This is an optimization exercise on Yosys and OpenROAD, whose aim is small area, a short achievable clock period and few clock cycles per item, not a production implementation.
Only simulation tests tie the RTL to the original design; equivalence was not proved.
No activity file was given, so power comes from the tool's default toggle rates.

==> module newton_sqrt, before the edit <==
module newton_sqrt (
	input  wire logic        clk,
	input  wire logic        rst_n,
	input  wire logic        in_valid,
	output logic             in_ready,
	input  wire logic [31:0] in_a,
	input  wire logic [31:0] in_x0,
	output logic             out_valid,
	input  wire logic        out_ready,
	output logic [31:0]      out_root
);
	logic st_idle, st_init, st_mul, st_suba, st_abs, st_div, st_upd, st_out;
	logic [1:0]  step;	 
	logic [5:0]  cnt;	 
	logic [3:0]  bsel;	 
	logic        bneg;	 
	logic        ge;	 
	logic [31:0] a;
	logic [31:0] x;
	logic [33:0] x3;	 
	logic [63:0] w;	 
	logic [15:0] rh;	 
	logic take;
	assign take = st_idle | (st_out & out_ready);
	assign in_ready = take;
	assign out_valid = st_out;
	assign out_root = x;
	logic [31:0] xsm;	 
	always_comb begin
		xsm[31] = x[31];
		for (int i = 30; i >= 0; i--) xsm[i] = xsm[i+1] | x[i];
	end
	logic [10:0] jtop;
	logic [10:0] dp;	 
	logic [10:0] dsel;	 
	logic [3:0]  bwin;
	logic [3:0]  bsel_d;
	logic        bneg_d;
	always_comb begin
		logic [35:0] ext;
		jtop[0] = ~xsm[2];
		for (int j = 1; j <= 9; j++) jtop[j] = xsm[3*j-1] & ~xsm[3*j+2];
		jtop[10] = xsm[29];
		dsel = st_init ? jtop : (dp >> 1);
		ext = {3'b000, x, 1'b0};	 
		bwin = 4'b0000;
		for (int k = 0; k <= 10; k++) bwin = bwin | (ext[3*k +: 4] & {4{dsel[k]}});
		bneg_d = bwin[3];
		bsel_d[0] = (bwin[1] ^ bwin[0]) & ~(bwin[3] ^ bwin[2]);
		bsel_d[1] = ~(bwin[1] ^ bwin[0]) & (bwin[2] ^ bwin[1]);
		bsel_d[2] = (bwin[1] ^ bwin[0]) & (bwin[3] ^ bwin[2]);
		bsel_d[3] = (bwin[3] ^ bwin[2]) & ~(bwin[2] ^ bwin[1]) & ~(bwin[1] ^ bwin[0]);
	end
	logic [34:0] b_op;
	logic [63:0] m_a;
	logic [63:0] m_b;
	logic        m_cin;
	logic [63:0] m_sum;
	logic        m_cout;
	logic [31:0] q;
	logic [31:0] x_new;
	assign q = w[32:1];
	always_comb begin
		b_op = ({3'b000, x} & {35{bsel[0]}}) | ({2'b00, x, 1'b0} & {35{bsel[1]}})
			| ({1'b0, x3} & {35{bsel[2]}}) | ({1'b0, x, 2'b00} & {35{bsel[3]}});
		m_a = {w[60:0], 3'b000};
		m_b = {{29{bneg}}, b_op ^ {35{bneg}}};
		m_cin = bneg;
		if (st_init) begin
			m_a = {32'd0, x};
		end
		if (st_suba) begin
			m_a = w;
			m_b = {16'hFFFF, ~a, 16'hFFFF};
			m_cin = 1'b1;
		end
		if (st_abs) begin
			m_a = {~w[63:16], 16'hFFFF};
			m_b = '0;
			m_cin = 1'b1;
		end
		if (st_upd) begin
			m_a = {32'd0, x};
			m_b = {32'd0, q ^ {32{ge}}};
			m_cin = ge;
		end
	end
	pp_add #(.N(64)) i_madd (.a(m_a), .b(m_b), .cin(m_cin), .s(m_sum), .cout(m_cout));
	assign x_new = ge ? (m_sum[31:0] & {32{m_sum[32]}}) : (m_sum[31:0] | {32{m_sum[32]}});
	logic [33:0] r4;	 
	logic [33:0] t1, t2, t3;
	logic        f1, f2, f3;	 
	logic [1:0]  qd;
	logic [31:0] r_new;
	assign r4 = {rh, w[63:46]};
	pp_add #(.N(34)) i_d1 (.a(r4), .b(~{2'b00, x}), .cin(1'b1), .s(t1), .cout(f1));
	pp_add #(.N(34)) i_d2 (.a(r4), .b(~{1'b0, x, 1'b0}), .cin(1'b1), .s(t2), .cout(f2));
	pp_add #(.N(34)) i_d3 (.a(r4), .b(~x3), .cin(1'b1), .s(t3), .cout(f3));
	always_comb begin
		qd = {f2, f3 | (f1 & ~f2)};
		if (f3) r_new = t3[31:0];
		else if (f2) r_new = t2[31:0];
		else if (f1) r_new = t1[31:0];
		else r_new = r4[31:0];
	end
	logic        can16;
	logic        can4;
	logic [31:0] r16;
	logic [31:0] rs4;
	always_comb begin
		logic bad16, bad4;
		r16 = w[63:32];
		rs4 = {rh[11:0], w[63:44]};
		bad16 = |rh;
		bad4 = |rh[15:12];
		for (int i = 0; i <= 31; i++) begin
			if (r16[i] && !((i + 1 <= 31) ? xsm[i+1] : 1'b0)) bad16 = 1'b1;
			if (rs4[i] && !((i + 1 <= 31) ? xsm[i+1] : 1'b0)) bad4 = 1'b1;
		end
		can16 = !bad16 && (cnt >= 6'd17);
		can4 = !bad4 && (cnt >= 6'd5);
	end
	logic mul_last, div_last, x_zero, last_step;
	assign mul_last = dp[0];
	assign div_last = (cnt[5:1] == 5'd0);
	assign x_zero = ~xsm[0];
	assign last_step = (step == 2'd3) | ~|q;
	always_ff @(posedge clk or negedge rst_n) begin
		if (!rst_n) begin
			st_idle <= 1'b1;
			st_init <= 1'b0;
			st_mul <= 1'b0;
			st_suba <= 1'b0;
			st_abs <= 1'b0;
			st_div <= 1'b0;
			st_upd <= 1'b0;
			st_out <= 1'b0;
		end else begin
			st_idle <= take & ~in_valid;
			st_init <= (take & in_valid) | (st_upd & ~last_step);
			st_mul <= (st_init & ~x_zero) | (st_mul & ~mul_last);
			st_suba <= st_mul & mul_last;
			st_abs <= st_suba & ~m_cout;
			st_div <= (st_suba & m_cout) | st_abs | (st_div & ~div_last);
			st_upd <= st_div & div_last;
			st_out <= (st_init & x_zero) | (st_upd & last_step) | (st_out & ~out_ready);
		end
	end
	always_ff @(posedge clk) begin
		if (take & in_valid) begin
			a <= in_a;
			x <= in_x0;
			step <= 2'd0;
		end
		if (st_upd) begin
			x <= x_new;
			step <= step + 1'b1;
		end
		if (st_init) begin
			x3 <= m_sum[33:0];
		end
		if (st_suba) begin
			ge <= m_cout;
		end
	end
	always_ff @(posedge clk) begin
		if (st_init | st_mul) begin
			bsel <= bsel_d;
			bneg <= bneg_d;
		end else begin
			bsel <= 4'b0010;
			bneg <= 1'b0;
		end
		dp <= dsel;
		cnt <= 6'd47;
		w <= m_sum;
		rh <= 16'd0;
		if (st_init) begin
			w <= '0;
		end
		if (st_suba) begin
			w[15:0] <= '0;	 
		end
		if (st_div) begin
			if (can16) begin
				{rh, w} <= {w, 16'd0};
				cnt <= cnt - 6'd16;
			end else if (can4) begin
				{rh, w} <= {rh[11:0], w, 4'd0};
				cnt <= cnt - 6'd4;
			end else begin
				{rh, w} <= {r_new, w[45:0], qd};
				cnt <= cnt - 6'd2;
			end
		end
	end
endmodule
make LEC_CHECK=0 CAP_MARGIN=20 CORE_MARGIN=5 CORE_UTILIZATION=40 SETUP_SLACK_MARGIN=3.75 SLEW_MARGIN=20 finish   # period 8.0 ns
run.sh (not shown) runs the stock make flow with config.mk's settings and CLKGATE_MAP_FILE= SYNTH_SCRIPT=/design/flow/synth_recipe.tcl, a recipe that flattens the netlist after the stock synthesis.
Testbench counts at the start, summed over its fixed seeds: cycles 90,637, items 1,024.
==> next run, changes <==
--- a/flow/design.v
+++ b/flow/design.v
@@ -221,15 +221,12 @@
 			w[15:0] <= '0;	 
 		end
 		if (st_div) begin
 			if (can16) begin
 				{rh, w} <= {w, 16'd0};
 				cnt <= cnt - 6'd16;
-			end else if (can4) begin
-				{rh, w} <= {rh[11:0], w, 4'd0};
-				cnt <= cnt - 6'd4;
 			end else begin
 				{rh, w} <= {r_new, w[45:0], qd};
 				cnt <= cnt - 6'd2;
 			end
 		end
 	end
Result: Core utilization grows by 0.53 points; routed wire length decreases by 11%; synthesized cell count decreases by 9.6%; fmax came out higher by 1.1%; sequential power decreases by 47%; total power fell by 74%; sequential cell count is unchanged; final cell count went down by 9.2%; sequential share of layout area goes up by 1.2 points; global-route usage goes down by 0.74 points; via count falls by 9.3%; non-clock buffer count went down by 56.
Testbench counts after the change, summed over its fixed seeds: cycles 96,373, items 1,024.

[static timing again, ports no longer ideal]
Ports are ideal in the flow. The routed layouts listed here were re-timed in OpenROAD. Step 1 sets driving cells, clkbuf_16 on the clock port and buf_2 on the other inputs (assumed; they add their load-dependent delay and slew). Step 2, shift: input delay + t, output delay - t, t = (earliest + latest rising clock arrival at the registers) / 2. This alone moves slack from input paths to output paths. Slacks: ideal ports / drivers / drivers and shift; pairs: ideal ports / drivers.
run	t (ns)	setup slack, ns	worst register clock-pin slew, ns	pins driven straight from the clock port
the first run	0.607	3.540 / 3.540 / 3.540	0.07 / 0.07	1
the second run	0.621	3.588 / 3.588 / 3.588	0.07 / 0.07	1
After both steps every run listed still meets setup and hold.
